What follows belongs to an exercise in optimizing a design on an open flow for small area, a short achievable clock period and few clock cycles per item; a production flow would make more cautious choices.
Where RTL was checked, it was by simulation tests only, not by an equivalence proof against the original.
Only the layout flow was run in run 6; the RTL was not checked for function there.
Power is estimated from default activity; no workload was simulated.

`config.mk`:
```
export PLATFORM = sky130hd
export DESIGN_NAME = axi4_lite_regfile
export DESIGN_NICKNAME = axi4_lite_regfile
export VERILOG_FILES = /design/flow/design.v
export SDC_FILE = /design/flow/constraint.sdc
export NUM_CORES = 4
export LEC_CHECK = 0
export CAP_MARGIN = 20
export CORE_MARGIN = 2
export CORE_UTILIZATION = 40
export SLEW_MARGIN = 20
```
`run.sh`:
```
#!/bin/bash
# synth_recipe.tcl (not shown) runs the flow's synth.tcl, then flattens the netlist and writes it again
# the make line also repeats each setting of config.mk as NAME=value (left out here)
make -C /OpenROAD-flow-scripts/flow DESIGN_CONFIG=/design/flow/config.mk WORK_HOME=/design/flow/orfs CLKGATE_MAP_FILE= SYNTH_SCRIPT=/design/flow/synth_recipe.tcl finish
```
`design.v`:
```
package axi4_lite_pkg;
  localparam logic [1:0] RESP_OKAY   = 2'b00;
  localparam logic [1:0] RESP_SLVERR = 2'b10;
endpackage
module axi4_lite_wr_join #(
  parameter int ADDRESS_WIDTH = 32,
  parameter int DATA_WIDTH    = 32,
  parameter int IDX_W         = 5
) (
  input  logic                      clk,
  input  logic                      rst,
  input  logic [IDX_W-1:0]          i_awidx,
  input  logic                      i_awok,
  input  logic                      i_awvalid,
  input  logic [DATA_WIDTH-1:0]     i_wdata,
  input  logic [DATA_WIDTH/8-1:0]   i_wstrb,
  input  logic                      i_wvalid,
  input  logic                      i_room,
  output logic                      o_awready,
  output logic                      o_wready,
  output logic                      o_join,
  output logic                      o_join_ok,
  output logic                      o_commit,
  output logic [IDX_W-1:0]          o_idx,
  output logic                      o_ok,
  output logic [DATA_WIDTH-1:0]     o_data,
  output logic [DATA_WIDTH/8-1:0]   o_strb
);
  logic r_aw_full, r_w_full;
  logic w_aw_hs, w_w_hs;
  logic w_aw_full_n, w_w_full_n;
  assign w_aw_hs  = i_awvalid && o_awready;
  assign w_w_hs   = i_wvalid && o_wready;
  assign o_commit = r_aw_full && r_w_full;
  assign w_aw_full_n = w_aw_hs || (r_aw_full && !o_commit);
  assign w_w_full_n  = w_w_hs  || (r_w_full  && !o_commit);
  assign o_join      = w_aw_full_n && w_w_full_n;
  assign o_join_ok   = w_aw_hs ? i_awok : o_ok;
  always_ff @(posedge clk or posedge rst) begin
    if (rst) begin
      r_aw_full <= 1'b0;
      r_w_full  <= 1'b0;
      o_awready <= 1'b0;
      o_wready  <= 1'b0;
      o_idx     <= '0;
      o_ok      <= 1'b0;
      o_data    <= '0;
      o_strb    <= '0;
    end else begin
      r_aw_full <= w_aw_full_n;
      r_w_full  <= w_w_full_n;
      o_awready <= (!w_aw_full_n || w_w_full_n) && i_room;
      o_wready  <= (!w_w_full_n || w_aw_full_n) && i_room;
      if (w_aw_hs) begin
        o_idx <= i_awidx;
        o_ok  <= i_awok;
      end
      if (w_w_hs) begin
        o_data <= i_wdata;
        o_strb <= i_wstrb;
      end
    end
  end
endmodule
import axi4_lite_pkg::*;
module axi4_lite_regfile #(
  parameter int ADDRESS_WIDTH = 32,
  parameter int DATA_WIDTH    = 32,
  parameter int DATA_DEPTH    = 32,
  parameter logic [ADDRESS_WIDTH-1:0] BASE_ADDR = '0
) (
  input  logic                       ACLK,
  input  logic                       ARESET,
  input  logic [ADDRESS_WIDTH-1:0]   S_AXI_AWADDR,
  input  logic                       S_AXI_AWVALID,
  output logic                       S_AXI_AWREADY,
  input  logic [DATA_WIDTH-1:0]      S_AXI_WDATA,
  input  logic [DATA_WIDTH/8-1:0]    S_AXI_WSTRB,
  input  logic                       S_AXI_WVALID,
  output logic                       S_AXI_WREADY,
  output logic [1:0]                 S_AXI_BRESP,
  output logic                       S_AXI_BVALID,
  input  logic                       S_AXI_BREADY,
  input  logic [ADDRESS_WIDTH-1:0]   S_AXI_ARADDR,
  input  logic                       S_AXI_ARVALID,
  output logic                       S_AXI_ARREADY,
  output logic [DATA_WIDTH-1:0]      S_AXI_RDATA,
  output logic [1:0]                 S_AXI_RRESP,
  output logic                       S_AXI_RVALID,
  input  logic                       S_AXI_RREADY
);
  localparam int STRB_W     = DATA_WIDTH / 8;
  localparam int BYTE_SHIFT = $clog2(STRB_W);
  localparam int IDX_W      = $clog2(DATA_DEPTH);
  localparam logic [ADDRESS_WIDTH-1:0] DEPTH_A = ADDRESS_WIDTH'(DATA_DEPTH);
  function automatic logic addr_in_range(input logic [ADDRESS_WIDTH-1:0] addr);
    logic [ADDRESS_WIDTH:0] off;
    off = {1'b0, addr} - {1'b0, BASE_ADDR};
    addr_in_range = !off[ADDRESS_WIDTH] && ((off[ADDRESS_WIDTH-1:0] >> BYTE_SHIFT) < DEPTH_A);
  endfunction
  function automatic logic [IDX_W-1:0] addr_index(input logic [ADDRESS_WIDTH-1:0] addr);
    logic [ADDRESS_WIDTH-1:0] word;
    word = (addr - BASE_ADDR) >> BYTE_SHIFT;
    addr_index = word[IDX_W-1:0];
  endfunction
  logic [DATA_WIDTH-1:0] r_mem [DATA_DEPTH];
  logic              w_room;
  logic              w_join;
  logic              w_join_ok;
  logic              w_commit;
  logic [IDX_W-1:0]  w_wr_idx;
  logic              w_wr_ok;
  logic [DATA_WIDTH-1:0] w_wr_data;
  logic [STRB_W-1:0] w_wr_strb;
  axi4_lite_wr_join #(
    .ADDRESS_WIDTH (ADDRESS_WIDTH),
    .DATA_WIDTH    (DATA_WIDTH),
    .IDX_W         (IDX_W)
  ) u_wr_join (
    .clk       (ACLK),
    .rst       (ARESET),
    .i_awidx   (addr_index(S_AXI_AWADDR)),
    .i_awok    (addr_in_range(S_AXI_AWADDR)),
    .i_awvalid (S_AXI_AWVALID),
    .i_wdata   (S_AXI_WDATA),
    .i_wstrb   (S_AXI_WSTRB),
    .i_wvalid  (S_AXI_WVALID),
    .i_room    (w_room),
    .o_awready (S_AXI_AWREADY),
    .o_wready  (S_AXI_WREADY),
    .o_join    (w_join),
    .o_join_ok (w_join_ok),
    .o_commit  (w_commit),
    .o_idx     (w_wr_idx),
    .o_ok      (w_wr_ok),
    .o_data    (w_wr_data),
    .o_strb    (w_wr_strb)
  );
  always_ff @(posedge ACLK or posedge ARESET) begin
    if (ARESET) begin
      for (int i = 0; i < DATA_DEPTH; i++) r_mem[i] <= '0;
    end else if (w_commit && w_wr_ok) begin
      for (int b = 0; b < STRB_W; b++) begin
        if (w_wr_strb[b]) r_mem[w_wr_idx][8*b +: 8] <= w_wr_data[8*b +: 8];
      end
    end
  end
  logic r_bvalid, r_bok;
  logic r_b1_valid, r_b1_ok;
  logic w_bh_v, w_bh_ok, w_b1_v, w_b1_ok;
  always_comb begin
    w_bh_v  = r_bvalid;
    w_bh_ok = r_bok;
    w_b1_v  = r_b1_valid;
    w_b1_ok = r_b1_ok;
    if (r_bvalid && S_AXI_BREADY) begin
      w_bh_v  = r_b1_valid;
      w_bh_ok = r_b1_ok;
      w_b1_v  = 1'b0;
    end
    if (w_join) begin
      if (!w_bh_v) begin
        w_bh_v  = 1'b1;
        w_bh_ok = w_join_ok;
      end else begin
        w_b1_v  = 1'b1;
        w_b1_ok = w_join_ok;
      end
    end
  end
  assign w_room = !w_b1_v;
  always_ff @(posedge ACLK or posedge ARESET) begin
    if (ARESET) begin
      r_bvalid   <= 1'b0;
      r_bok      <= 1'b0;
      r_b1_valid <= 1'b0;
      r_b1_ok    <= 1'b0;
    end else begin
      r_bvalid   <= w_bh_v;
      r_bok      <= w_bh_ok;
      r_b1_valid <= w_b1_v;
      r_b1_ok    <= w_b1_ok;
    end
  end
  assign S_AXI_BVALID = r_bvalid;
  assign S_AXI_BRESP  = r_bok ? RESP_OKAY : RESP_SLVERR;
  logic              r_arready;
  logic              r_q0_v, r_q0_ok, r_q1_v, r_q1_ok;
  logic [IDX_W-1:0]  r_q0_idx, r_q1_idx;
  logic              r_rvalid;
  logic [DATA_WIDTH-1:0] r_rdata;
  logic              r_rok;
  logic              w_ar_hs, w_out_free, w_load;
  logic              w_ar_ok;
  logic [IDX_W-1:0]  w_ar_idx;
  logic              w_q0_v, w_q1_v;
  assign w_ar_hs    = S_AXI_ARVALID && r_arready;
  assign w_ar_ok    = addr_in_range(S_AXI_ARADDR);
  assign w_ar_idx   = addr_index(S_AXI_ARADDR);
  assign w_out_free = !r_rvalid || S_AXI_RREADY;
  assign w_load     = w_out_free && r_q0_v;
  always_comb begin
    w_q0_v = r_q0_v;
    w_q1_v = r_q1_v;
    if (w_load) begin
      w_q0_v = r_q1_v;
      w_q1_v = 1'b0;
    end
    if (w_ar_hs) begin
      if (!w_q0_v) w_q0_v = 1'b1;
      else         w_q1_v = 1'b1;
    end
  end
  always_ff @(posedge ACLK or posedge ARESET) begin
    if (ARESET) begin
      r_arready <= 1'b0;
      r_q0_v    <= 1'b0;
      r_q0_ok   <= 1'b0;
      r_q0_idx  <= '0;
      r_q1_v    <= 1'b0;
      r_q1_ok   <= 1'b0;
      r_q1_idx  <= '0;
    end else begin
      r_arready <= !w_q1_v;
      r_q0_v    <= w_q0_v;
      r_q1_v    <= w_q1_v;
      if (w_load) begin
        if (r_q1_v) begin
          r_q0_ok  <= r_q1_ok;
          r_q0_idx <= r_q1_idx;
        end else begin
          r_q0_ok  <= w_ar_ok;
          r_q0_idx <= w_ar_idx;
        end
      end else if (!r_q0_v) begin
        r_q0_ok  <= w_ar_ok;
        r_q0_idx <= w_ar_idx;
      end
      if (w_ar_hs && (r_q1_v || (r_q0_v && !w_load))) begin
        r_q1_ok  <= w_ar_ok;
        r_q1_idx <= w_ar_idx;
      end
    end
  end
  always_ff @(posedge ACLK or posedge ARESET) begin
    if (ARESET) begin
      r_rvalid <= 1'b0;
      r_rdata  <= '0;
      r_rok    <= 1'b0;
    end else if (w_out_free) begin
      r_rvalid <= r_q0_v;
      r_rdata  <= r_q0_ok ? r_mem[r_q0_idx] : '0;
      r_rok    <= r_q0_ok;
    end
  end
  assign S_AXI_ARREADY = r_arready;
  assign S_AXI_RVALID  = r_rvalid;
  assign S_AXI_RDATA   = r_rdata;
  assign S_AXI_RRESP   = r_rok ? RESP_OKAY : RESP_SLVERR;
endmodule
```
`constraint.sdc`:
```
create_clock -name core_clock -period 5.0 [get_ports {ACLK}]
set_input_delay 1.0000 -clock core_clock [delete_from_list [all_inputs] [get_ports {ACLK}]]
set_output_delay 1.0000 -clock core_clock [all_outputs]
set_load 0.01 [all_outputs]
```
==> metrics.md, run 1 <==
| Metric | Value |
|---|---|
| Hold Crit Endpoint | `r_rok` |
| IO Port Bufs | `141` |
| Slowest-stage cell, CP | `dfrtp_1` |
| Share of cells above drive strength 1 | `36.0%` |
| Syn_area_per_cell | `13.2 um^2` |
| Non-Filler Instances | `5522` |
| Seq pwr share | `46.8%` |
| Die Width | `354 um` |
| Pleak | `0.0275 uW` |
| Layout area overhead | `14.9%` |
| Comb pwr share | `16.1%` |
| Initial antenna violation count | `5` |
| Post-Route WL | `173 mm` |
| Yosys warnings | `3` |
| Largest net degree at the start of global routing | `155` |
| Worst path most repeated cell | `buf_4` |
| Post-DP HPWL | `107 mm` |
| Slew headroom | `21.0%` |
| Worst skew pair latency | `0.72 ns` |
| Post-CTS Setup Bufs | `0` |
| CP Class | `reg2reg` |
| Area of the multi-input gates | `0.0200 mm^2` |
| Die Ht | `354 um` |
| Core ar. | `0.122 mm^2` |
| Net switching power | `8030 uW` |
| Worst slew pin tran | `1.18 ns` |
| Number of global-route vias before repair | `33700` |
| RR Startpoint | `r_q0_idx[3]` |
| Final Wtd Congestion | `0.918` |
| ANT cells | `0` |
| FF-to-FF path depth | `8` |
| Grt total ovfl | `0` |
| Total clock sinks | `1123` |
| Crit path max fanout | `17` |
| Reg clk slew, reported paths | `0.06 ns` |
| CP cell instances | `buf_4 > nor3b_2 > buf_4 > and3_1 > a2111oi_0 > nand4_1 > nor4_1 > o21ai_1` |
| Rows | `128` |
| Outcome | `finished clean` |
| Post-synthesis cell type count | `63` |
| Asr flop ratio synth | `100%` |
| Sequential share of the synthesized area | `57.4%` |
| Period utilization | `75.1%` |
| Endpoint class of the critical path | `flip-flop` |
| Cts hold-fix bufs | `0` |
| Max incr delay on CP | `0.81 ns` |
| CTS tree | `built` |
| Worst vdd rail ir drop | `0.302 mV` |
| Nets | `3914` |
| Final min period | `3.75 ns` |
| Number of synthesized flops with an enable pin | `0` |
| Clock share of power | `37.1%` |
| Commonest non-fill, non-tap cell in the layout | `dfrtp_1` |
| Hold Crit Depth | `1` |
| Most frequent cells in the layout | `dfrtp_1 (1107), mux2_2 (1052), a22oi_1 (372)` |
| Via/cell ratio | `6.14` |
| Peak Freq | `266 MHz` |
| Startpoint types | `flip-flop` |
| Aggregate global-route resource usage | `27.2%` |
| DRC viols | `0` |
| Setup Skew | `0.0300 ns` |
| First-pass GRT wire length | `247 mm` |
| HP Class | `reg2reg` |
| Boundary pin count | `148` |
| CTS resizes | `0` |
| Cell count after synthesis | `3708` |
| Max Cap Viol | `0` |
| Avg WL per Cell | `31.3 um` |
| Max Slew Vio Count | `0` |
| Mapped Area | `0.0490 mm^2` |
| Final-report setup violation count | `0` |
| RR Endpoint | `r_rdata[30]` |
| Int Pwr | `15200 uW` |
| CTS Buf Count | `117` |
| Critical Path AT | `4.32 ns` |
| Starting Density | `40.2%` |
| Pwr dens | `414 mW/mm^2` |
| Vias post-DR | `33900` |
| Detailed router's first-iteration violation count | `3787` |
| Register area | `0.0281 mm^2` |
| Clock Root Buffer | `clkbuf_16` |
| Yosys reg bits | `1123` |
| Placed Cells | `5311` |
| # fillers | `11100` |
| Final hold vios | `0` |
| Reg2Reg Setup Slack | `1.25 ns` |
| Die ar. | `0.125 mm^2` |
| RSZ-0062 raised after global routing | `no` |
| Min-delay src | `r_rok` |
| Sw Share | `34.5%` |
| Antenna Nets Post-Route | `0` |
| CTS Buffer Depth | `3` |
| First-pass detailed-route iteration total | `6` |
| CP Data Required Time | `5.56 ns` |
| Ys flop type | `dfrtp_1` |
| Setup TNS | `0 ns` |
| H-tree depth | `3` |
## critical path, delay by kind of cell, from the launching register on
kind            cells  cell delay [ns]
buf+inv             2             0.64
simple gates        4             1.32
compound gates      2             0.83
flops               1             0.81
## metal layers
layer	vias to the layer above	GRT usage (%)	share of wire, %
met2	1471	41.6	45
met4	2	12.2	4.9
met1	18000	36.9	42
met3	423	6.55	8.2
li1	14000	-	-
met5	-	0	0.0064
## through the flow
step / cell area [um^2] / utilization (%) / hold slack (ns) / total power [uW] / setup slack [ns]
after floorplan: 49000 / - / 0.450 / 12400 / -11.50
after global placement: 52500 / 43.1 / 0.468 / 14600 / 1.46
after detailed placement: 52500 / 43.1 / 0.475 / 14700 / 1.43
after CTS: 56200 / 46.2 / 0.488 / 23200 / 1.43
after global routing: 56300 / 46.2 / 0.502 / 24000 / 1.21
final: 56300 / 46.2 / 0.482 / 23300 / 1.25
## how the worst max path moves through the flow
stage / from / end / slack (ns) / cells past startpoint
floorplan: ARESET / r_arready / -11.50 / 1
global placement: r_q0_idx[2] / r_rdata[28] / 1.46 / 7
detailed placement: r_q0_idx[2] / r_rdata[28] / 1.43 / 7
CTS: r_q0_idx[2] / r_rdata[28] / 1.43 / 7
global route: r_q0_idx[3] / r_rdata[30] / 1.21 / 8
finish: r_q0_idx[3] / r_rdata[30] / 1.25 / 8
## Yosys cell counts, types with 8 or more instances
| master | instances | area [um^2] |
|---|---|---|
| buf_2 | 63 | 315 |
| buf_1 | 8 | 30.0 |
| o21ai_0 | 45 | 225 |
| a22oi_1 | 372 | 2790 |
| clkbuf_1 | 171 | 642 |
| dfrtp_1 | 1123 | 28100 |
| a2111oi_0 | 30 | 263 |
| and3_1 | 108 | 676 |
| nor2_1 | 69 | 259 |
| nand4_1 | 68 | 425 |
| nand2_1 | 232 | 871 |
| nor2_2 | 13 | 81.3 |
| o22ai_1 | 10 | 62.6 |
| a221oi_1 | 24 | 210 |
| nand2_2 | 8 | 50.1 |
| nor3_1 | 24 | 120 |
| mux2_2 | 1052 | 11800 |
| mux2_1 | 21 | 236 |
| or3_1 | 11 | 68.8 |
| nand3_1 | 52 | 260 |
| nor4_1 | 30 | 188 |
| a21oi_1 | 32 | 160 |
| nand2b_1 | 11 | 68.8 |
| o21ai_1 | 14 | 70.1 |
## area by class of cell
cell class | instances | share of cell area, %
multi-input cells | 2326 | 35.6
inverters | 7 | 0.0534
well taps | 1625 | 3.61
clock inverters | 29 | 0.467
clock buffers | 180 | 6.14
repair buffers | 232 | 4.18
flip-flops and latches | 1123 | 50.0
## flip-flops by register name, indices dropped and copies added (netlist names), 4 cells and up
signal and cells:
u_wr_join.o_idx 5, r_q0_idx 5, r_q1_idx 5, u_wr_join.o_strb 4, r_mem 1024, r_rdata 32
u_wr_join.o_data 32
## kinds of logic after synthesis
logic type	synth area share, %
multiplexers	24.8
AO/OA/AOI/OAI	8.54
AND/OR/NAND/NOR	7.03
buffers and inverters	2.27
other	0.00765
flip-flops	57.4
## power by group through the flow
| stage | Combinational, uW | Sequential [uW] | Clock [uW] |
|---|---|---|---|
| 3_5_place_dp | 3620 | 11000 | 0 |
| 4_1_cts | 3630 | 10900 | 8710 |
| 5_1_grt | 3860 | 11000 | 9090 |
| 3_3_place_gp | 3520 | 11100 | 0 |
| 6_report | 3760 | 10900 | 8620 |
| 2_1_floorplan | 2650 | 9750 | 0 |
Testbench counts, summed over its fixed seeds: cycles 4,345, items 8,000.
==> run 2, diff against run 1 <==
--- a/config.mk
+++ b/config.mk
@@ -5,7 +5,9 @@
 export SDC_FILE = /design/flow/constraint.sdc
 export NUM_CORES = 4
 export LEC_CHECK = 0
+export ABC_CLOCK_PERIOD_IN_PS = 2500
 export CAP_MARGIN = 20
 export CORE_MARGIN = 2
 export CORE_UTILIZATION = 40
+export SETUP_SLACK_MARGIN = 2.5
 export SLEW_MARGIN = 20
==> run 2 against run 1 <==
Net effect:
- non-clock buffer count rose by 177
- area after synthesis did not move
- combinational power rose by 38%
- die area did not move
- synthesized cell count did not move
- register-to-register slack improved by 0.98 ns
- core utilization rose by 3.0 points
- clock skew rose by 0.0075 ns
- sequential share of layout area fell by 3.0 points
- flip-flop and latch count did not move
- first-iteration DRC count rose by 2.8%
- cell area rose by 6.6%
- critical path type unchanged
- largest power group unchanged
- highest routed layer unchanged
==> metrics.md, run 2 <==
| Metric | Value |
|---|---|
| Total clock sinks | `1123 (unchanged)` |
| Post-layout util | `49.3% (+3.0 points)` |
| Slew headroom | `20.8% (-0.26 points)` |
| FF-to-FF path depth | `6 (-2)` |
| Register area | `0.0281 mm^2 (about the same)` |
| Rows | `128 (unchanged)` |
| Outcome | `finished clean` |
| Fin worst setup slack | `2.23 ns (+0.980 ns)` |
| Final-report setup violation count | `0 (unchanged)` |
| Clock Root Buffer | `clkbuf_16` |
| Core ar. | `0.122 mm^2 (unchanged)` |
| IO Port Bufs | `141 (unchanged)` |
| Most frequent cells in the layout | `dfrtp_1 (1094), mux2_2 (1052), a22oi_1 (365)` |
| Top Registers | `r_mem x1024, r_rdata x32, u_wr_join.o_data x32` |
| Share of cells above drive strength 1 | `45.2% (+9.2 points)` |
| Number of synthesized flops with an enable pin | `0 (unchanged)` |
| Worst vdd rail ir drop | `0.344 mV (+14%)` |
| Avg WL per Cell | `31.6 um (+0.86%)` |
| Met2 GRT Util | `42.6% (+0.99 points)` |
| Post-synthesis compound-gate area fraction | `8.54% (unchanged)` |
| CTS Buf Count | `117 (unchanged)` |
| Largest net degree at the start of global routing | `155 (unchanged)` |
| Top cells by area, synth | `dfrtp_1 (57%), mux2_2 (24%), a22oi_1 (5.7%)` |
| Adder-cell share of the synthesized area | `0% (unchanged)` |
| CP Class | `reg2reg` |
| Synth cell count leaders | `dfrtp_1 (1123), mux2_2 (1052), a22oi_1 (372)` |
| Die ar. | `0.125 mm^2 (unchanged)` |
| GR peak layer | `met2` |
| RSZ-0062 raised after global routing | `yes` |
| Grt total ovfl | `0 (unchanged)` |
| Hold Slack | `0.482 ns (-0.0000170 ns)` |
| Setup TNS | `0 ns (unchanged)` |
| Synth Area in Simple Gates | `7.03% (unchanged)` |
| Worst Setup SP | `u_wr_join.o_idx[4]` |
| Pleak | `0.0294 uW (+7.2%)` |
| CP cell instances | `inv_1 > nor2_1 > nand2_1 > nor2_2 > nand2_2 > mux2_2` |
| Nets | `4092 (+4.5%)` |
| Sequential share of the synthesized area | `57.4% (unchanged)` |
| Reg clk slew, reported paths | `0.06 ns (about the same)` |
| First-pass GRT wire length | `252 mm (+2.2%)` |
| Initial antenna violation count | `5 (unchanged)` |
| Endpoint class of the critical path | `flip-flop` |
| Yosys reg bits | `1123 (unchanged)` |
| Ys flop type | `dfrtp_1` |
| Antenna Nets Post-Route | `0 (unchanged)` |
| Cell count after synthesis | `3708 (unchanged)` |
| Starting Density | `40.2% (unchanged)` |
| Period utilization | `55.5% (-20 points)` |
| Pwr dens | `413 mW/mm^2 (-0.12%)` |
| GR Layer Usage met3 | `6.97% (+0.43 points)` |
| Max Cap Viol | `0 (unchanged)` |
| Asr flop ratio synth | `100% (unchanged)` |
| Die Width | `354 um (unchanged)` |
| CTS tree | `built` |
| Number of global-route vias before repair | `34500 (+2.4%)` |
| Boundary pin count | `148 (unchanged)` |
| # fillers | `10600 (-3.8%)` |
| Proportion of synthesized area in mux cells | `24.8% (unchanged)` |
| Critical Path AT | `3.35 ns (-0.97 ns)` |
| DP Worst Slack | `1.43 ns (unchanged)` |
| Xor and xnor fraction of the mapped netlist area | `0% (unchanged)` |
| Placed inst area | `0.0525 mm^2 (unchanged)` |
| Detailed router's first-iteration violation count | `3894 (+2.8%)` |
| Final hold vios | `0 (unchanged)` |
| Vias post-DR | `35300 (+4.1%)` |
| Largest register FFs | `1024 (unchanged)` |
| Worst setup endpoint | `r_mem[24][19]` |
| Startpoint types | `flip-flop` |
| Design Area, Final | `0.0600 mm^2 (+6.6%)` |
| Worst slew pin tran | `1.19 ns (+0.00674 ns)` |
| HP Class | `reg2reg` |
| Peak Freq | `360 MHz (+35%)` |
| Area of the multi-input gates | `0.0217 mm^2 (+8.6%)` |
| Die Ht | `354 um (unchanged)` |
| Slowest-stage cell, CP | `dfrtp_1` |
| Post-synthesis cell type count | `63 (unchanged)` |
| Post-DP HPWL | `107 mm (unchanged)` |
| RR Startpoint | `u_wr_join.o_idx[4]` |
| RR Endpoint | `r_mem[24][19]` |
| Max incr delay on CP | `0.59 ns (-0.22 ns)` |
| Leading area contributor after synthesis | `dfrtp_1` |
| Largest family of logic cells by synthesized area | `multiplexers` |
| CP Data Required Time | `5.58 ns (+0.02 ns)` |
| Crit path max fanout | `8 (-9)` |
| Top-count cell post-synth | `dfrtp_1` |
| H-tree depth | `3 (unchanged)` |
| Via/cell ratio | `6.19 (+0.83%)` |
| Yosys warnings | `3 (unchanged)` |
| M1 GR Usage | `37.5% (+0.63 points)` |
| Final Wtd Congestion | `0.918 (unchanged)` |
| Aggregate global-route resource usage | `27.8% (+0.58 points)` |
| Layout area overhead | `22.5%` |
| First-pass detailed-route iteration total | `6 (unchanged)` |
| DRC viols | `0 (unchanged)` |
| Synth top area share | `57.4% (unchanged)` |
| Commonest non-fill, non-tap cell in the layout | `dfrtp_1` |
| Worst skew pair latency | `0.73 ns (about the same)` |
| Most flops, register | `r_mem` |
| Reg2Reg Setup Slack | `2.23 ns (+0.98 ns)` |
| Setup Skew | `0.0375 ns (+0.00751 ns)` |
| Final min period | `2.77 ns (-0.980 ns)` |
| Post-Route WL | `180 mm (+4.1%)` |
| Mapped Area | `0.0490 mm^2 (unchanged)` |
| CTS Buffer Depth | `3 (unchanged)` |
| Max Slew Vio Count | `0 (unchanged)` |
| Syn_area_per_cell | `13.2 um^2 (unchanged)` |
## run 2: metrics by stage
stage	std cells	power, uW
floorplan	3709	12400
global placement	5309	14600
detailed placement	5311	14700
CTS	5648	24200
global route	5701	25400
finish	5701	24800
## run 2: cell type report
type / instances / area share [%]
antenna: 1 / 0.00417
inverter: 7 / 0.0501
clock inverter: 29 / 0.438
clock buffer: 180 / 5.76
timing repair buffer: 409 / 7.19
tap: 1625 / 3.39
sequential: 1123 / 46.9
multi-input combinational: 2327 / 36.2
## run 2: where the power goes
group / internal (uW) / leakage (uW) / switching [uW] / total (uW)
combinational: 1760 / 0.0121 / 3420 / 5170
clock: 4920 / 0.00184 / 3700 / 8620
sequential: 9360 / 0.0155 / 1620 / 11000
total: 16000 / 0.0294 / 8740 / 24800
## run 2: cells by family (layout without fill, tap and decap cells)
| kind of cell | Yosys count | after routing |
|---|---|---|
| other cells | 1 | 3 |
| simple gates | 672 | 673 |
| flops | 1123 | 1123 |
| compound gates | 573 | 573 |
| mux | 1079 | 1079 |
| buf+inv | 260 | 625 |
## run 2: timing repair
item                                    4_1_cts  5_1_grt
endpoints found under the setup margin     1021     1014
cloned                                        1        3
hold buffers                                  0        0
pin swaps                                    52       61
resized for setup                           335      176
setup buffers                               127       49
## run 2: worst max-delay path, delay by kind of cell, from the launching register on
family / cells / cell delay (ns)
AND/OR/NAND/NOR: 4 / 1.44
multiplexers: 1 / 0.45
buffers and inverters: 1 / 0.15
flip-flops: 1 / 0.59
## run 2: worst min path at each step
| stage | start | end | cells after the start |
|---|---|---|---|
| CTS | r_rdata[31] | r_rdata[31] | 2 |
| finish | r_rok | r_rok | 1 |
| global route | r_mem[17][10] | r_mem[17][10] | 1 |
| floorplan | r_rok | r_rok | 1 |
| detailed placement | r_rok | r_rok | 1 |
| global placement | r_rok | r_rok | 1 |
## run 2: layer usage
layer / part of all wire (%) / vias to the layer above
met5: 0.010 / -
met4: 5.3 / 2
met3: 9.0 / 517
met2: 45 / 1736
met1: 41 / 18700
li1: - / 14400
==> run 3, diff against run 2 <==
--- a/config.mk
+++ b/config.mk
@@ -9,5 +9,5 @@
 export CAP_MARGIN = 20
 export CORE_MARGIN = 2
 export CORE_UTILIZATION = 40
-export SETUP_SLACK_MARGIN = 2.5
+export SETUP_SLACK_MARGIN = 3.0
 export SLEW_MARGIN = 20
==> run 3 against run 2 <==
Net effect:
- clock skew grew 0.0084 ns
- sequential power hardly changed
- highest routed layer unchanged
- first-iteration DRC count is 21% higher
- die area stayed put
- core utilization increased by 5.1 points
- flip-flop and latch count is the same
- non-clock buffer count rose by 268
- worst setup slack better by 0.11 ns
- largest power group unchanged
==> metrics.md, run 3 <==
| Metric | Value |
|---|---|
| Slew headroom | `19.6% (-1.2 points)` |
| Crit path max fanout | `7 (-1)` |
| CP cell instances | `buf_12 > buf_12 > buf_4 > or2_2 > nor3_2 > a211oi_1 > nand4_1 > nor3_1 > a22oi_1` |
| Cts hold-fix bufs | `0 (unchanged)` |
| Worst path most repeated cell | `buf_12` |
| Share of cells above drive strength 1 | `52.9% (+7.7 points)` |
| RR Startpoint | `r_q0_idx[3]` |
| Post-DP HPWL | `109 mm (+2.0%)` |
| Final-report setup violation count | `0 (unchanged)` |
| Max Cap Viol | `0 (unchanged)` |
| Post-synthesis cell type count | `63 (unchanged)` |
| Detailed router's first-iteration violation count | `4702 (+21%)` |
| CTS Buffer Depth | `3 (unchanged)` |
| Post-Route WL | `214 mm (+19%)` |
| Setup Skew | `0.0458 ns (+0.00836 ns)` |
| FF-to-FF path depth | `9 (+3)` |
| Max Slew Vio Count | `0 (unchanged)` |
| Period utilization | `53.4% (-2.1 points)` |
| Sequential share of the synthesized area | `57.4% (unchanged)` |
| Boundary pin count | `148 (unchanged)` |
| Die ar. | `0.125 mm^2 (unchanged)` |
| Final Wtd Congestion | `0.938 (+2.1%)` |
| Slowest-stage cell, CP | `nor3_2` |
| Max incr delay on CP | `0.59 ns (about the same)` |
| RSZ-0062 raised after global routing | `yes` |
| Hold Crit Depth | `1 (unchanged)` |
| Placed inst area | `0.0527 mm^2 (+0.33%)` |
| Reg2Reg Setup Slack | `2.33 ns (+0.11 ns)` |
| Startpoint types | `flip-flop` |
| Design Area, Final | `0.0662 mm^2 (+10%)` |
| Worst slew pin tran | `1.21 ns (+0.0180 ns)` |
| Top Registers | `r_mem x1024, r_rdata x32, u_wr_join.o_data x32` |
| Nets | `4367 (+6.7%)` |
| CTS tree | `built` |
| Post-layout util | `54.4% (+5.1 points)` |
| Commonest non-fill, non-tap cell in the layout | `dfrtp_1` |
| Largest register FFs | `1024 (unchanged)` |
| Rows | `128 (unchanged)` |
| Aggregate global-route resource usage | `31.5% (+3.6 points)` |
| Reg clk slew, reported paths | `0.06 ns (about the same)` |
| Worst vdd rail ir drop | `0.305 mV (-11%)` |
| Syn_area_per_cell | `13.2 um^2 (unchanged)` |
| Asr flop ratio synth | `100% (unchanged)` |
| Avg WL per Cell | `35.7 um (+13%)` |
| Initial antenna violation count | `14 (+9)` |
| First-pass GRT wire length | `282 mm (+12%)` |
| Die Width | `354 um (unchanged)` |
| First-pass detailed-route iteration total | `6 (unchanged)` |
| Via/cell ratio | `6.50 (+5.0%)` |
| Critical Path AT | `3.32 ns (-0.03 ns)` |
| Hold Crit Endpoint | `r_rok` |
| RR Endpoint | `r_rdata[11]` |
| CTS Buf Count | `118 (+0.85%)` |
| IO Port Bufs | `141 (unchanged)` |
| Synth cell count leaders | `dfrtp_1 (1123), mux2_2 (1052), a22oi_1 (372)` |
| Number of synthesized flops with an enable pin | `0 (unchanged)` |
| Die Ht | `354 um (unchanged)` |
| Core ar. | `0.122 mm^2 (unchanged)` |
| Ys flop type | `dfrtp_1` |
| Total clock sinks | `1123 (unchanged)` |
| Final min period | `2.67 ns (-0.106 ns)` |
| Setup TNS | `0 ns (unchanged)` |
| H-tree depth | `3 (unchanged)` |
| Mapped Area | `0.0490 mm^2 (unchanged)` |
| Top-count cell post-synth | `dfrtp_1` |
| Endpoint class of the critical path | `flip-flop` |
| Pwr dens | `423 mW/mm^2 (+2.4%)` |
| Starting Density | `40.2% (unchanged)` |
| Final hold vios | `0 (unchanged)` |
| Crit path max-delay family | `simple AND/OR/NAND/NOR gates` |
| Fin worst setup slack | `2.33 ns (+0.106 ns)` |
| Peak Freq | `375 MHz (+4.0%)` |
| Cell count after synthesis | `3708 (unchanged)` |
| Synth top area share | `57.4% (unchanged)` |
| Worst skew pair latency | `0.75 ns (+0.02 ns)` |
| Leading area contributor after synthesis | `dfrtp_1` |
| Largest net degree at the start of global routing | `107 (-31%)` |
| Yosys warnings | `3 (unchanged)` |
| HP Class | `reg2reg` |
| Most flops, register | `r_mem` |
| Min-delay src | `r_rok` |
| Buf/Inv on CP | `3 (+2)` |
| Top cells by area, synth | `dfrtp_1 (57%), mux2_2 (24%), a22oi_1 (5.7%)` |
| DP Worst Slack | `1.32 ns (-0.115 ns)` |
| Total power after layout | `28000 uW (+13%)` |
| Grt total ovfl | `0 (unchanged)` |
| Most frequent cells in the layout | `dfrtp_1 (1089), mux2_2 (991), a22oi_1 (321)` |
| DRC viols | `0 (unchanged)` |
| Vias post-DR | `38900 (+10%)` |
| Clock Root Buffer | `clkbuf_16` |
| Outcome | `finished clean` |
| CP Class | `reg2reg` |
| CP Data Required Time | `5.65 ns (+0.07 ns)` |
| Layout area overhead | `35.1%` |
| Antenna Nets Post-Route | `0 (unchanged)` |
| Number of global-route vias before repair | `37500 (+8.9%)` |
| # fillers | `9682 (-9.0%)` |
| Pleak | `0.0317 uW (+7.5%)` |
| Yosys reg bits | `1123 (unchanged)` |
## run 3: cell counts after synthesis
No cell type changed its count.
## run 3: power breakdown
group / switching, uW / internal, uW
logic: 5180 / 3040
clock network: 3820 / 5040
registers: 1520 / 9370
## run 3: logic make-up (layout without fill, tap and decap cells)
family                 count (synthesis)  after routing  synth area share [%]
AO/OA/AOI/OAI                        573            573                  8.54
buffers and inverters                260            896                  2.27
flip-flops                          1123           1123                  57.4
multiplexers                        1079           1079                  24.8
other                                  1             14               0.00765
AND/OR/NAND/NOR                      672            678                  7.03
## run 3: stage by stage
step	cells	hold WS, ns
after global routing	5979	0.505
after global placement	5330	0.466
after detailed placement	5333	0.471
after floorplan	3709	0.449
after CTS	5861	0.484
final	5988	0.483
## run 3: repair_timing
item | in CTS | in global routing
cloned | 16 | 1
setup buffers | 301 | 114
resized for setup | 1027 | 293
setup endpoints to repair | 1140 | 1097
pin swaps | 193 | 152
## run 3: worst max path at each step
stage	startpoint	end	slack (ns)	cells past startpoint
after floorplan	ARESET	r_arready	-11.50	1
after global placement	r_q0_idx[1]	r_rdata[7]	1.31	8
after detailed placement	r_q0_idx[3]	r_rdata[14]	1.32	7
after CTS	r_q0_idx[4]	r_rdata[26]	2.54	9
after global routing	r_q0_idx[2]	r_rdata[30]	2.36	9
final	r_q0_idx[3]	r_rdata[11]	2.33	9
## run 3: metal layers
| metal | up-vias | track usage, % | wire (um) |
|---|---|---|---|
| met4 | 18 | 17.9 | 18000 |
| met3 | 1073 | 11.6 | 27600 |
| met2 | 2781 | 46.0 | 89400 |
| met5 | - | 1.43 | 554 |
| li1 | 15000 | - | - |
| met1 | 20100 | 40.1 | 78200 |
## run 3: area by class of cell
cell class                      instances  area, um^2  share of cell area [%]
Antenna cell                           12        30.0                  0.0454
Tap cell                             1625        2030                    3.07
Clock inverter                         33         329                   0.497
Multi-Input combinational cell       2332       24400                    36.8
Inverter                                7        30.0                  0.0454
Clock buffer                          178        3490                    5.28
Timing Repair Buffer                  677        7720                    11.7
Timing Repair inverter                  1        5.00                 0.00756
Sequential cell                      1123       28200                    42.6
==> run 4, diff against run 3 <==
--- a/design.v
+++ b/design.v
@@ -3,13 +3,12 @@
   localparam logic [1:0] RESP_SLVERR = 2'b10;
 endpackage
 module axi4_lite_wr_join #(
-  parameter int ADDRESS_WIDTH = 32,
-  parameter int DATA_WIDTH    = 32,
-  parameter int IDX_W         = 5
+  parameter int DATA_WIDTH = 32,
+  parameter int DEPTH      = 32
 ) (
   input  logic                      clk,
   input  logic                      rst,
-  input  logic [IDX_W-1:0]          i_awidx,
+  input  logic [DEPTH-1:0]          i_awsel,
   input  logic                      i_awok,
   input  logic                      i_awvalid,
   input  logic [DATA_WIDTH-1:0]     i_wdata,
@@ -20,30 +19,28 @@
   output logic                      o_wready,
   output logic                      o_join,
   output logic                      o_join_ok,
-  output logic                      o_commit,
-  output logic [IDX_W-1:0]          o_idx,
-  output logic                      o_ok,
+  output logic [DEPTH-1:0]          o_sel,
   output logic [DATA_WIDTH-1:0]     o_data,
   output logic [DATA_WIDTH/8-1:0]   o_strb
 );
-  logic r_aw_full, r_w_full;
-  logic w_aw_hs, w_w_hs;
+  logic r_aw_full, r_w_full, r_aw_ok;
+  logic w_aw_hs, w_w_hs, w_commit;
   logic w_aw_full_n, w_w_full_n;
   assign w_aw_hs  = i_awvalid && o_awready;
   assign w_w_hs   = i_wvalid && o_wready;
-  assign o_commit = r_aw_full && r_w_full;
-  assign w_aw_full_n = w_aw_hs || (r_aw_full && !o_commit);
-  assign w_w_full_n  = w_w_hs  || (r_w_full  && !o_commit);
+  assign w_commit = r_aw_full && r_w_full;
+  assign w_aw_full_n = w_aw_hs || (r_aw_full && !w_commit);
+  assign w_w_full_n  = w_w_hs  || (r_w_full  && !w_commit);
   assign o_join      = w_aw_full_n && w_w_full_n;
-  assign o_join_ok   = w_aw_hs ? i_awok : o_ok;
+  assign o_join_ok   = w_aw_hs ? i_awok : r_aw_ok;
   always_ff @(posedge clk or posedge rst) begin
     if (rst) begin
       r_aw_full <= 1'b0;
       r_w_full  <= 1'b0;
+      r_aw_ok   <= 1'b0;
       o_awready <= 1'b0;
       o_wready  <= 1'b0;
-      o_idx     <= '0;
-      o_ok      <= 1'b0;
+      o_sel     <= '0;
       o_data    <= '0;
       o_strb    <= '0;
     end else begin
@@ -52,12 +49,16 @@
       o_awready <= (!w_aw_full_n || w_w_full_n) && i_room;
       o_wready  <= (!w_w_full_n || w_aw_full_n) && i_room;
       if (w_aw_hs) begin
-        o_idx <= i_awidx;
-        o_ok  <= i_awok;
+        r_aw_ok <= i_awok;
+        o_sel   <= i_awsel;
+      end else if (w_commit) begin
+        o_sel   <= '0;
       end
       if (w_w_hs) begin
-        o_data <= i_wdata;
-        o_strb <= i_wstrb;
+        o_data  <= i_wdata;
+        o_strb  <= i_wstrb;
+      end else if (w_commit) begin
+        o_strb  <= '0;
       end
     end
   end
@@ -104,22 +105,22 @@
     addr_index = word[IDX_W-1:0];
   endfunction
   logic [DATA_WIDTH-1:0] r_mem [DATA_DEPTH];
-  logic              w_room;
-  logic              w_join;
-  logic              w_join_ok;
-  logic              w_commit;
-  logic [IDX_W-1:0]  w_wr_idx;
-  logic              w_wr_ok;
+  function automatic logic [DATA_DEPTH-1:0] word_onehot(input logic ok, input logic [IDX_W-1:0] idx);
+    for (int i = 0; i < DATA_DEPTH; i++) word_onehot[i] = ok && (idx == IDX_W'(i));
+  endfunction
+  logic                  w_room;
+  logic                  w_join;
+  logic                  w_join_ok;
+  logic [DATA_DEPTH-1:0] w_wr_sel;
   logic [DATA_WIDTH-1:0] w_wr_data;
-  logic [STRB_W-1:0] w_wr_strb;
+  logic [STRB_W-1:0]     w_wr_strb;
   axi4_lite_wr_join #(
-    .ADDRESS_WIDTH (ADDRESS_WIDTH),
-    .DATA_WIDTH    (DATA_WIDTH),
-    .IDX_W         (IDX_W)
+    .DATA_WIDTH (DATA_WIDTH),
+    .DEPTH      (DATA_DEPTH)
   ) u_wr_join (
     .clk       (ACLK),
     .rst       (ARESET),
-    .i_awidx   (addr_index(S_AXI_AWADDR)),
+    .i_awsel   (word_onehot(addr_in_range(S_AXI_AWADDR), addr_index(S_AXI_AWADDR))),
     .i_awok    (addr_in_range(S_AXI_AWADDR)),
     .i_awvalid (S_AXI_AWVALID),
     .i_wdata   (S_AXI_WDATA),
@@ -130,18 +131,18 @@
     .o_wready  (S_AXI_WREADY),
     .o_join    (w_join),
     .o_join_ok (w_join_ok),
-    .o_commit  (w_commit),
-    .o_idx     (w_wr_idx),
-    .o_ok      (w_wr_ok),
+    .o_sel     (w_wr_sel),
     .o_data    (w_wr_data),
     .o_strb    (w_wr_strb)
   );
   always_ff @(posedge ACLK or posedge ARESET) begin
     if (ARESET) begin
       for (int i = 0; i < DATA_DEPTH; i++) r_mem[i] <= '0;
-    end else if (w_commit && w_wr_ok) begin
-      for (int b = 0; b < STRB_W; b++) begin
-        if (w_wr_strb[b]) r_mem[w_wr_idx][8*b +: 8] <= w_wr_data[8*b +: 8];
+    end else begin
+      for (int i = 0; i < DATA_DEPTH; i++) begin
+        for (int b = 0; b < STRB_W; b++) begin
+          if (w_wr_sel[i] && w_wr_strb[b]) r_mem[i][8*b +: 8] <= w_wr_data[8*b +: 8];
+        end
       end
     end
   end
@@ -186,7 +187,8 @@
   assign S_AXI_BRESP  = r_bok ? RESP_OKAY : RESP_SLVERR;
   logic              r_arready;
   logic              r_q0_v, r_q0_ok, r_q1_v, r_q1_ok;
-  logic [IDX_W-1:0]  r_q0_idx, r_q1_idx;
+  logic [IDX_W-1:0]  r_q1_idx;
+  logic [DATA_DEPTH-1:0] r_q0_sel;    
   logic              r_rvalid;
   logic [DATA_WIDTH-1:0] r_rdata;
   logic              r_rok;
@@ -199,6 +201,12 @@
   assign w_ar_idx   = addr_index(S_AXI_ARADDR);
   assign w_out_free = !r_rvalid || S_AXI_RREADY;
   assign w_load     = w_out_free && r_q0_v;
+  logic [DATA_WIDTH-1:0] w_rd_word;
+  always_comb begin
+    w_rd_word = '0;
+    for (int i = 0; i < DATA_DEPTH; i++)
+      w_rd_word = w_rd_word | ({DATA_WIDTH{r_q0_sel[i]}} & r_mem[i]);
+  end
   always_comb begin
     w_q0_v = r_q0_v;
     w_q1_v = r_q1_v;
@@ -216,7 +224,7 @@
       r_arready <= 1'b0;
       r_q0_v    <= 1'b0;
       r_q0_ok   <= 1'b0;
-      r_q0_idx  <= '0;
+      r_q0_sel  <= '0;
       r_q1_v    <= 1'b0;
       r_q1_ok   <= 1'b0;
       r_q1_idx  <= '0;
@@ -227,14 +235,14 @@
       if (w_load) begin
         if (r_q1_v) begin
           r_q0_ok  <= r_q1_ok;
-          r_q0_idx <= r_q1_idx;
+          r_q0_sel <= word_onehot(r_q1_ok, r_q1_idx);
         end else begin
           r_q0_ok  <= w_ar_ok;
-          r_q0_idx <= w_ar_idx;
+          r_q0_sel <= word_onehot(w_ar_ok, w_ar_idx);
         end
       end else if (!r_q0_v) begin
         r_q0_ok  <= w_ar_ok;
-        r_q0_idx <= w_ar_idx;
+        r_q0_sel <= word_onehot(w_ar_ok, w_ar_idx);
       end
       if (w_ar_hs && (r_q1_v || (r_q0_v && !w_load))) begin
         r_q1_ok  <= w_ar_ok;
@@ -249,7 +257,7 @@
       r_rok    <= 1'b0;
     end else if (w_out_free) begin
       r_rvalid <= r_q0_v;
-      r_rdata  <= r_q0_ok ? r_mem[r_q0_idx] : '0;
+      r_rdata  <= w_rd_word;
       r_rok    <= r_q0_ok;
     end
   end
--- a/config.mk
+++ b/config.mk
@@ -9,5 +9,5 @@
 export CAP_MARGIN = 20
 export CORE_MARGIN = 2
 export CORE_UTILIZATION = 40
-export SETUP_SLACK_MARGIN = 3.0
+export SETUP_SLACK_MARGIN = 3.2
 export SLEW_MARGIN = 20
==> run 4 against run 3 <==
Net effect:
- hold slack improved by 0.021 ns
- cell count fell by 3.1%
- cell area fell by 5.4%
- combinational power fell by 72%
- worst setup slack improved by 0.23 ns
- die area rose by 2.4%
- critical path depth fell by 8
- wire length fell by 8.1%
- register-to-register slack improved by 0.69 ns
- first-iteration DRC count fell by 7.1%
- total power fell by 16%
- largest cell class unchanged
==> metrics.md, run 4 <==
| Metric | Value |
|---|---|
| Outcome | `finished clean` |
| Net switching power | `7050 uW (-33%)` |
| CP Class | `reg2out` |
| Worst vdd rail ir drop | `0.543 mV (+78%)` |
| RSZ-0062 raised after global routing | `yes` |
| HP Class | `reg2reg` |
| Startpoint types | `flip-flop` |
| Sw Share | `30.0% (-7.6 points)` |
| Syn_area_per_cell | `13.4 um^2 (+1.3%)` |
| Asr flop ratio synth | `100% (unchanged)` |
| Slew headroom | `22.2% (+2.6 points)` |
| Layout area overhead | `24.7%` |
| Mapped Area | `0.0502 mm^2 (+2.5%)` |
| Cell count after synthesis | `3749 (+1.1%)` |
| Crit path max fanout | `2 (-5)` |
| Hold Slack | `0.504 ns (+0.0209 ns)` |
| CTS Buf Count | `130 (+10%)` |
| Die ar. | `0.128 mm^2 (+2.4%)` |
| Share of cells above drive strength 1 | `48.2% (-4.7 points)` |
| CTS Buffer Depth | `3 (unchanged)` |
| Synth top area share | `58.7% (+1.3 points)` |
| Worst skew pair latency | `0.75 ns (about the same)` |
| H-tree depth | `4 (+1)` |
| Setup Skew | `0.0315 ns (-0.0144 ns)` |
| Pwr dens | `375 mW/mm^2 (-11%)` |
| Final min period | `2.43 ns (-0.233 ns)` |
| Core ar. | `0.124 mm^2 (+2.0%)` |
| Die Ht | `358 um (+1.2%)` |
| Total power after layout | `23500 uW (-16%)` |
| Total clock sinks | `1177 (+4.8%)` |
| Vias post-DR | `36600 (-6.0%)` |
| Worst slew pin tran | `1.17 ns (-0.0396 ns)` |
| DRC viols | `0 (unchanged)` |
| Starting Density | `40.4% (+0.19 points)` |
| Avg WL per Cell | `33.9 um (-5.1%)` |
| Peak Freq | `411 MHz (+9.6%)` |
| Clock Root Buffer | `clkbuf_16` |
| Int Pwr | `16400 uW (-5.9%)` |
| Ys flop type | `dfrtp_1` |
| Slowest-stage cell, CP | `dfrtp_2` |
| Synth cell count leaders | `dfrtp_1 (1177), mux2_2 (1032), a22oi_1 (420)` |
| Seq pwr share | `48.9% (+10 points)` |
| IO Port Bufs | `141 (unchanged)` |
| Initial antenna violation count | `6 (-8)` |
| Number of global-route vias before repair | `36000 (-4.0%)` |
| Max incr delay on CP | `0.51 ns (-0.08 ns)` |
| Post-Route WL | `197 mm (-8.1%)` |
| Buf/Inv on CP | `1 (-2)` |
| Clock share of power | `41.1% (+9.4 points)` |
| Rows | `129 (+0.78%)` |
| Post-DP HPWL | `107 mm (-1.4%)` |
| Top-count cell post-synth | `dfrtp_1` |
| CP Data Required Time | `4.00 ns (-1.65 ns)` |
| Most frequent cells in the layout | `dfrtp_1 (1124), mux2_2 (1032), a22oi_1 (298)` |
| Antenna Nets Post-Route | `0 (unchanged)` |
| First-pass detailed-route iteration total | `6 (unchanged)` |
| Boundary pin count | `148 (unchanged)` |
| Number of synthesized flops with an enable pin | `0 (unchanged)` |
| Endpoint class of the critical path | `primary output` |
| Sequential share of the synthesized area | `58.7% (+1.3 points)` |
| Nets | `4175 (-4.4%)` |
| Grt total ovfl | `0 (unchanged)` |
| Max Cap Viol | `0 (unchanged)` |
| Placed inst area | `0.0534 mm^2 (+1.4%)` |
| Leading area contributor after synthesis | `dfrtp_1` |
| Commonest non-fill, non-tap cell in the layout | `dfrtp_1` |
| Pleak | `0.0302 uW (-4.5%)` |
| Max Slew Vio Count | `0 (unchanged)` |
| Design Area, Final | `0.0626 mm^2 (-5.4%)` |
| Final hold vios | `0 (unchanged)` |
| DP Worst Slack | `1.56 ns (+0.241 ns)` |
| Critical Path AT | `1.43 ns (-1.89 ns)` |
| Aggregate global-route resource usage | `30.3% (-1.2 points)` |
| Crit path max-delay family | `flip-flops` |
| First-pass GRT wire length | `274 mm (-2.7%)` |
| Fin worst setup slack | `2.57 ns (+0.233 ns)` |
| Comb pwr share | `9.9% (-19 points)` |
| Die Width | `358 um (+1.2%)` |
| Largest register FFs | `1024 (unchanged)` |
| Via/cell ratio | `6.31 (-3.0%)` |
| Detailed router's first-iteration violation count | `4369 (-7.1%)` |
| Period utilization | `48.7% (-4.7 points)` |
| Final-report setup violation count | `0 (unchanged)` |
| Final Wtd Congestion | `0.852 (-9.2%)` |
| Setup TNS | `0 ns (unchanged)` |
| Post-synthesis cell type count | `57 (-9.5%)` |
| CTS tree | `built` |
| Yosys reg bits | `1177 (+4.8%)` |
| Yosys warnings | `3 (unchanged)` |
| Top cells by area, synth | `dfrtp_1 (59%), mux2_2 (23%), a22oi_1 (6.3%)` |
| Reg clk slew, reported paths | `0.06 ns (about the same)` |
| CP cell instances | `buf_6` |
| Most flops, register | `r_mem` |
| Largest net degree at the start of global routing | `112 (+4.7%)` |
## run 4: cell count changes in the layout (fill, tap and decap cells not counted), moves of 38 or more
cell             change
and3_1              -76
nor2_4              -62
buf_6               -71
nand2_2            +116
buf_4              -108
mux2_2              +41
mux2_4              -82
nand2_8            -111
nand2_1             +93
a22oi_2             +71
buf_12              -39
clkdlybuf4s50_1     -59
nand3_1             +38
## run 4: area by class of cell
class / instances / area [um^2]
Antenna cell: 2 / 5.00
Fill cell: 10600 / 61500
Clock buffer: 199 / 3920
Clock inverter: 30 / 362
Timing Repair inverter: 1 / 5.00
Tap cell: 1637 / 2050
Inverter: 9 / 37.5
Multi-Input combinational cell: 2288 / 21000
Sequential cell: 1177 / 29600
Timing Repair Buffer: 461 / 5600
## run 4: through the flow
step / util [%] / std cells
6_report: 50.4 / 5804
2_1_floorplan: - / 3750
4_1_cts: 49.6 / 5766
5_1_grt: 50.4 / 5803
3_3_place_gp: 43.1 / 5332
3_5_place_dp: 43.1 / 5332
## run 4: cell families after synthesis
group | count (synthesis) | share of synthesized area [%]
flops | 1177 | 58.7
mux | 1032 | 23.2
compound gates | 629 | 9.78
simple gates | 621 | 6.05
buf+inv | 288 | 2.31
fa+ha+maj | 1 | 0.0199
other cells | 1 | 0.00747
## run 4: repair_timing
item	4_1_cts	5_1_grt
endpoints found under the setup margin	2060	401
endpoints found under the hold margin	0	0
resized for setup	735	185
hold buffers	0	0
buffers inserted	185	31
pin swaps	113	106
gates cloned	20	4
## run 4: power groups by stage
stage               clock [uW]  sequential, uW  combinational, uW
floorplan                    0           10300               1830
global route             10100           11600               2480
CTS                       9720           11500               2070
global placement             0           11600               1720
detailed placement           0           11600               1730
finish                    9650           11500               2330
## run 4: worst paths after layout
path / start / end / slack (ns) / depth (start not counted)
worst max-delay path: r_rdata[9] / S_AXI_RDATA[9] / 2.57 / 1
worst min-delay path: r_mem[28][18] / r_mem[28][18] / 0.50 / 1
worst max register to register: r_q0_sel[3] / r_rdata[20] / 3.02 / 6
worst min register to register: r_mem[28][18] / r_mem[28][18] / 0.50 / 1
max in group asynchronous: ARESET / r_mem[21][8] / 3.32 / 5
min in group asynchronous: ARESET / r_mem[20][29] / 0.91 / 2
## run 4: routing by layer
layer	vias to the layer above	wire, um	GRT usage [%]
li1	14700	-	-
met1	19400	79600	40.5
met2	1972	88000	45.8
met3	537	18300	7.62
met4	4	10600	15.1
met5	-	33	0
Testbench counts of run 4, summed over its fixed seeds: cycles 4,345, items 8,000.
==> run 5, diff against run 4 <==
--- a/config.mk
+++ b/config.mk
@@ -9,5 +9,5 @@
 export CAP_MARGIN = 20
 export CORE_MARGIN = 2
 export CORE_UTILIZATION = 40
-export SETUP_SLACK_MARGIN = 3.2
+export SETUP_SLACK_MARGIN = 2.7
 export SLEW_MARGIN = 20
==> run 5 against run 4 <==
Net effect:
- largest power group unchanged
- cell area is 7.3% lower
- still clean on timing, DRC and antenna
- cell count is 3.5% lower
- largest cell class unchanged
- clock power is 5.0% lower
- total power is 4.0% lower
- combinational power is 17% lower
- count of clock-buffer cells in the layout is 15 lower
- synthesized cell count stayed put
- core utilization is 3.7 points lower
- hold slack worse by 0.00073 ns
==> metrics.md, run 5 <==
| Metric | Value |
|---|---|
| Outcome | `finished clean` |
| Ys flop type | `dfrtp_1` |
| Top-count cell post-synth | `dfrtp_1` |
| Pwr dens | `389 mW/mm^2 (+3.6%)` |
| Worst slew pin tran | `1.16 ns (-0.00741 ns)` |
| Die Width | `358 um (unchanged)` |
| Total power after layout | `22500 uW (-4.0%)` |
| Worst vdd rail ir drop | `0.351 mV (-35%)` |
| HP Class | `reg2reg` |
| IO Port Bufs | `141 (unchanged)` |
| CTS Buf Count | `120 (-7.7%)` |
| Most flops, register | `r_mem` |
| Clock share of power | `40.7% (-0.4 points)` |
| Net switching power | `6690 uW (-5.1%)` |
| CP cell instances | `clkbuf_2` |
| CP Class | `reg2out` |
| Avg WL per Cell | `32.1 um (-5.2%)` |
| Hold Crit Depth | `2 (+1)` |
| Asr flop ratio synth | `100% (unchanged)` |
| Largest register FFs | `1024 (unchanged)` |
| Setup TNS | `0 ns (unchanged)` |
| Int Pwr | `15800 uW (-3.5%)` |
| Die Ht | `358 um (unchanged)` |
| Cell count after synthesis | `3749 (unchanged)` |
| Post-DP HPWL | `107 mm (-0.85%)` |
| Nets | `3970 (-4.9%)` |
| Top cells by area, synth | `dfrtp_1 (59%), mux2_2 (23%), a22oi_1 (6.3%)` |
| Rows | `129 (unchanged)` |
| Sw Share | `29.7% (-0.35 points)` |
| Area of the multi-input gates | `0.0197 mm^2 (-6.0%)` |
| Layout area overhead | `15.5%` |
| First-pass GRT wire length | `257 mm (-6.5%)` |
| Comb pwr share | `8.6% (-1.3 points)` |
| FF-to-FF path depth | `5 (-1)` |
| Max Cap Viol | `0 (unchanged)` |
| Yosys reg bits | `1177 (unchanged)` |
| Aggregate global-route resource usage | `28.0% (-2.3 points)` |
| Starting Density | `40.4% (unchanged)` |
| Largest net degree at the start of global routing | `129 (+15%)` |
| Antenna Nets Post-Route | `0 (unchanged)` |
| Max Slew Vio Count | `0 (unchanged)` |
| Reg clk slew, reported paths | `0.06 ns (about the same)` |
| Die ar. | `0.128 mm^2 (unchanged)` |
| Post-synthesis cell type count | `57 (unchanged)` |
| Register area | `0.0296 mm^2 (-0.11%)` |
| Final-report setup violation count | `0 (unchanged)` |
| Total clock sinks | `1177 (unchanged)` |
| Synth top area share | `58.7% (unchanged)` |
| Clock Root Buffer | `clkbuf_16` |
| H-tree depth | `3 (-1)` |
| Endpoint class of the critical path | `primary output` |
| Detailed router's first-iteration violation count | `3810 (-13%)` |
| Peak Freq | `421 MHz (+2.4%)` |
| DRC viols | `0 (unchanged)` |
| Buf/Inv on CP | `1 (unchanged)` |
| Period utilization | `47.5% (-1.1 points)` |
| Slowest-stage cell, CP | `dfrtp_2` |
| Post-Route WL | `180 mm (-8.5%)` |
| Crit path depth | `1 (unchanged)` |
| Cts hold-fix bufs | `0 (unchanged)` |
| Synth cell count leaders | `dfrtp_1 (1177), mux2_2 (1032), a22oi_1 (420)` |
| Most frequent cells in the layout | `dfrtp_1 (1121), mux2_2 (1032), a22oi_1 (420)` |
| Startpoint types | `flip-flop` |
| Share of cells above drive strength 1 | `37.9% (-10 points)` |
| Core ar. | `0.124 mm^2 (unchanged)` |
| Crit path max fanout | `2 (unchanged)` |
| # fillers | `11000 (+4.0%)` |
| Via/cell ratio | `6.19 (-1.8%)` |
| Pleak | `0.0283 uW (-6.5%)` |
| Mapped Area | `0.0502 mm^2 (unchanged)` |
| Sequential share of the synthesized area | `58.7% (unchanged)` |
| Boundary pin count | `148 (unchanged)` |
| Commonest non-fill, non-tap cell in the layout | `dfrtp_1` |
| Worst skew pair latency | `0.72 ns (-0.03 ns)` |
| Syn_area_per_cell | `13.4 um^2 (unchanged)` |
| Slew headroom | `22.7% (+0.49 points)` |
| RSZ-0062 raised after global routing | `yes` |
| Final Wtd Congestion | `0.872 (+2.3%)` |
| Critical Path AT | `1.38 ns (-0.05 ns)` |
| Final min period | `2.38 ns (-0.0572 ns)` |
| Setup Skew | `0.0286 ns (-0.00287 ns)` |
| Initial antenna violation count | `8 (+2)` |
| Vias post-DR | `34700 (-5.3%)` |
| Seq pwr share | `50.8% (+1.9 points)` |
| Grt total ovfl | `0 (unchanged)` |
| Yosys warnings | `3 (unchanged)` |
| Number of global-route vias before repair | `34400 (-4.5%)` |
| CTS Buffer Depth | `3 (unchanged)` |
| Number of synthesized flops with an enable pin | `0 (unchanged)` |
| CP Data Required Time | `4.00 ns (about the same)` |
| Max incr delay on CP | `0.47 ns (-0.04 ns)` |
| CTS tree | `built` |
| Leading area contributor after synthesis | `dfrtp_1` |
| First-pass detailed-route iteration total | `7 (+1)` |
| Final hold vios | `0 (unchanged)` |
| Crit path max-delay family | `flip-flops` |
[run 5: cell counts after synthesis]
Identical to the previous run, type by type.
[run 5: final timing paths]
check / start / to / slack, ns
min: r_q0_ok / r_rok / 0.50
max reg2reg: r_q0_sel[10] / r_rdata[4] / 2.68
max: r_rdata[10] / S_AXI_RDATA[10] / 2.62
max in group asynchronous: ARESET / r_rdata[12] / 3.20
min in group asynchronous: ARESET / r_mem[23][31] / 0.52
min reg2reg: r_q0_ok / r_rok / 0.50
[run 5: through the flow]
| step | hold WS (ns) | worst slack (ns) | cell area, um^2 | utilization, % | instances |
|---|---|---|---|---|---|
| global placement | 0.486 | 1.59 | 53200 | 42.9 | 5316 |
| detailed placement | 0.492 | 1.56 | 53200 | 42.9 | 5316 |
| CTS | 0.506 | 2.46 | 57600 | 46.4 | 5570 |
| floorplan | 0.450 | -12.25 | 50200 | - | 3750 |
| global route | 0.501 | 2.60 | 58000 | 46.7 | 5599 |
| finish | 0.503 | 2.62 | 58000 | 46.7 | 5600 |
[run 5: cell type report]
cell class / instances / share of cell area [%]
clock inverter: 34 / 0.682
timing repair buffer: 267 / 4.47
inverter: 9 / 0.0647
antenna: 4 / 0.0173
tap: 1637 / 3.53
clock buffer: 184 / 6.22
sequential: 1177 / 51.0
multi-input combinational: 2288 / 34.0
[run 5: power groups by stage]
stage | Clock (uW) | Sequential [uW] | Combinational (uW)
2_1_floorplan | 0 | 10300 | 1830
3_3_place_gp | 0 | 11600 | 1700
3_5_place_dp | 0 | 11600 | 1700
4_1_cts | 9270 | 11500 | 1820
5_1_grt | 9650 | 11600 | 2090
6_report | 9170 | 11400 | 1930
[run 5: cells by family after synthesis]
| group | Yosys count | share of synthesized area, % |
|---|---|---|
| AO/OA/AOI/OAI | 629 | 9.78 |
| adder cells (fa/ha/maj) | 1 | 0.0199 |
| buffers and inverters | 288 | 2.31 |
| flip-flops | 1177 | 58.7 |
| multiplexers | 1032 | 23.2 |
| other | 1 | 0.00747 |
| AND/OR/NAND/NOR | 621 | 6.05 |
[run 5: routing by layer]
layer  vias up  GRT usage [%]  wire length (um)
met1     18600           38.6             75200
met5         -              0                27
li1      14200              -                 -
met3       348           6.28             15400
met2      1531           43.0             81600
met4         4           10.8              7580
[run 5: timing repair]
| action | in CTS | in global routing |
|---|---|---|
| gates cloned | 3 | 0 |
| pin swaps | 3 | 3 |
| setup endpoints to repair | 736 | 96 |
| resized for setup | 245 | 29 |
| setup buffers | 33 | 24 |
==> run 6, diff against run 5 <==
--- a/design.v
+++ b/design.v
@@ -61,6 +61,19 @@
         o_strb  <= '0;
       end
     end
+  end
+endmodule
+module axi4_lite_lane (
+  input  logic       clk,
+  input  logic       rst,
+  input  logic       i_en,
+  input  logic       i_en_n,
+  input  logic [7:0] i_d,
+  output logic [7:0] o_q
+);
+  always_ff @(posedge clk or posedge rst) begin
+    if (rst) o_q <= '0;
+    else     o_q <= ({8{i_en}} & i_d) | ({8{i_en_n}} & o_q);
   end
 endmodule
 import axi4_lite_pkg::*;
@@ -135,15 +148,18 @@
     .o_data    (w_wr_data),
     .o_strb    (w_wr_strb)
   );
-  always_ff @(posedge ACLK or posedge ARESET) begin
-    if (ARESET) begin
-      for (int i = 0; i < DATA_DEPTH; i++) r_mem[i] <= '0;
-    end else begin
-      for (int i = 0; i < DATA_DEPTH; i++) begin
-        for (int b = 0; b < STRB_W; b++) begin
-          if (w_wr_sel[i] && w_wr_strb[b]) r_mem[i][8*b +: 8] <= w_wr_data[8*b +: 8];
-        end
-      end
+  for (genvar gi = 0; gi < DATA_DEPTH; gi++) begin : g_word
+    for (genvar gb = 0; gb < STRB_W; gb++) begin : g_byte
+      logic w_en;
+      assign w_en = w_wr_sel[gi] && w_wr_strb[gb];
+      axi4_lite_lane u_lane (
+        .clk    (ACLK),
+        .rst    (ARESET),
+        .i_en   (w_en),
+        .i_en_n (!w_en),
+        .i_d    (w_wr_data[8*gb +: 8]),
+        .o_q    (r_mem[gi][8*gb +: 8])
+      );
     end
   end
   logic r_bvalid, r_bok;
--- a/config.mk
+++ b/config.mk
@@ -11,3 +11,4 @@
 export CORE_UTILIZATION = 40
 export SETUP_SLACK_MARGIN = 2.7
 export SLEW_MARGIN = 20
+export SYNTH_HIERARCHICAL = 1
==> run 6 against run 5 <==
Net effect:
- sequential power is 9.6% lower
- highest routed layer unchanged
- global-route usage rose by 2.1 points
- clock skew is 0.014 ns higher
- cell area is 3.0% lower
- synthesized cell count rose by 10%
- core utilization decreased by 1.8 points
- flip-flop and latch count unchanged
- clock power grew 3.8%
- area after synthesis about the same
==> metrics.md, run 6 <==
| Metric | Value |
|---|---|
| Non-Filler Instances | `5849 (+4.4%)` |
| Antenna Nets Post-Route | `0 (unchanged)` |
| Setup TNS | `0 ns (unchanged)` |
| Worst skew pair latency | `0.76 ns (+0.04 ns)` |
| Outcome | `finished clean` |
| CTS Buffer Depth | `3 (unchanged)` |
| CTS tree | `built` |
| Die Width | `358 um (about the same)` |
| Avg WL per Cell | `33.4 um (+3.9%)` |
| CP Data Required Time | `5.66 ns (+1.66 ns)` |
| FF-to-FF path depth | `3 (-2)` |
| Reg clk slew, reported paths | `0.06 ns (about the same)` |
| Most flops, register | `g_word.g_byte.u_lane.o_q` |
| Vias post-DR | `39000 (+12%)` |
| HP Class | `in2async` |
| DRC viols | `0 (unchanged)` |
| Synth top area share | `58.6% (about the same)` |
| Clock Root Buffer | `clkbuf_16` |
| Buf/Inv on CP | `1 (unchanged)` |
| Rows | `130 (+0.78%)` |
| DR top layer | `met5` |
| Post-DP HPWL | `127 mm (+19%)` |
| Max incr delay on CP | `1.14 ns (+0.67 ns)` |
| Final Wtd Congestion | `0.937 (+7.5%)` |
| Placed Cells | `5589 (+5.1%)` |
| Number of global-route vias before repair | `38400 (+12%)` |
| WL met1 | `76.5 mm (+1.8%)` |
| Reg2Reg Setup Slack | `2.64 ns (-0.04 ns)` |
| Synth cell count leaders | `dfrtp_1 (1177), a22o_1 (1088), a22oi_1 (408)` |
| Max Cap Viol | `0 (unchanged)` |
| CP Class | `reg2reg` |
| Slew headroom | `20.4% (-2.3 points)` |
| Top-count cell post-synth | `dfrtp_1` |
| Number of synthesized flops with an enable pin | `0 (unchanged)` |
==> run 6: layer usage <==
metal / vias up / global-route usage [%]
met5: - / 0
met2: 2814 / 43.0
li1: 15600 / -
met3: 570 / 7.65
met4: 18 / 16.7
met1: 20000 / 41.6
==> run 6: metrics by stage <==
| stage | area (um^2) | setup WS [ns] | utilization, % | hold WS (ns) | total power [uW] |
|---|---|---|---|---|---|
| 2_1_floorplan | 50200 | 2.72 | - | 0.455 | 11900 |
| 3_3_place_gp | 51600 | 1.55 | 41.2 | 0.461 | 14100 |
| 3_5_place_dp | 51600 | 1.51 | 41.2 | 0.464 | 14100 |
| 4_1_cts | 55900 | 2.62 | 44.7 | 0.389 | 23500 |
| 5_1_grt | 56200 | 2.65 | 45.0 | 0.418 | 24200 |
| 6_report | 56200 | 2.64 | 45.0 | 0.368 | 23600 |
==> run 6: cell families after synthesis <==
group	share of synthesized area (%)
compound gates	27.7
fa+ha+maj	0.0424
buf+inv	7.47
flops	58.6
mux	0.132
other cells	0.00747
simple gates	6.00
==> run 6: cell type report <==
type,count,area [um^2]
Sequential cell,1177,29600
Multi-Input combinational cell,2283,17200
Clock inverter,48,598
Clock buffer,174,3580
Antenna cell,1,2.50
Inverter,268,1010
Timing Repair Buffer,248,2250
Tap cell,1650,2060
Fill cell,11300,68800
==> run 6: timing repair <==
item                                    in CTS  in global routing
resized for setup                          205                 40
endpoints found under the setup margin     104                107
hold buffers                                 0                  0
buffers inserted                            24                 11
cloned                                       2                  0
pin swaps                                    4                  3
==> run 6: worst max path at each step <==
stage / to / slack [ns] / cells after the start / from
global route: S_AXI_RDATA[17] / 2.65 / 1 / r_rdata[17]
detailed placement: r_rdata[18] / 1.51 / 6 / S_AXI_RREADY
global placement: r_rdata[18] / 1.55 / 6 / S_AXI_RREADY
CTS: S_AXI_RDATA[4] / 2.62 / 1 / r_rdata[4]
floorplan: r_q0_sel[24] / 2.72 / 5 / S_AXI_ARADDR[11]
finish: g_word[13].g_byte[0].u_lane.o_q[2] / 2.64 / 3 / u_wr_join.o_sel[13]
==> run 6: Yosys stat by module (local to each module, per instance), excerpt <==
module	flip-flops and latches	copies in the design	cells inside	area, um^2
axi4_lite_lane	8	128	19	290
axi4_lite_regfile	80	1	1460	10300
==> run 6: power breakdown <==
group | leakage [uW] | internal (uW) | switching, uW | total [uW]
Clock | 0.00205 | 5530 | 3990 | 9520
Sequential | 0.0162 | 9800 | 508 | 10300
Combinational | 0.00893 | 727 | 3050 | 3780

Check on run 6: ideal ports give 2.636 ns setup slack; a clkbuf_16 on the clock port and buf_2 on the inputs give 2.565 ns; moving port delays by the midpoint clock arrival (0.813 ns) as well gives 2.061 ns.
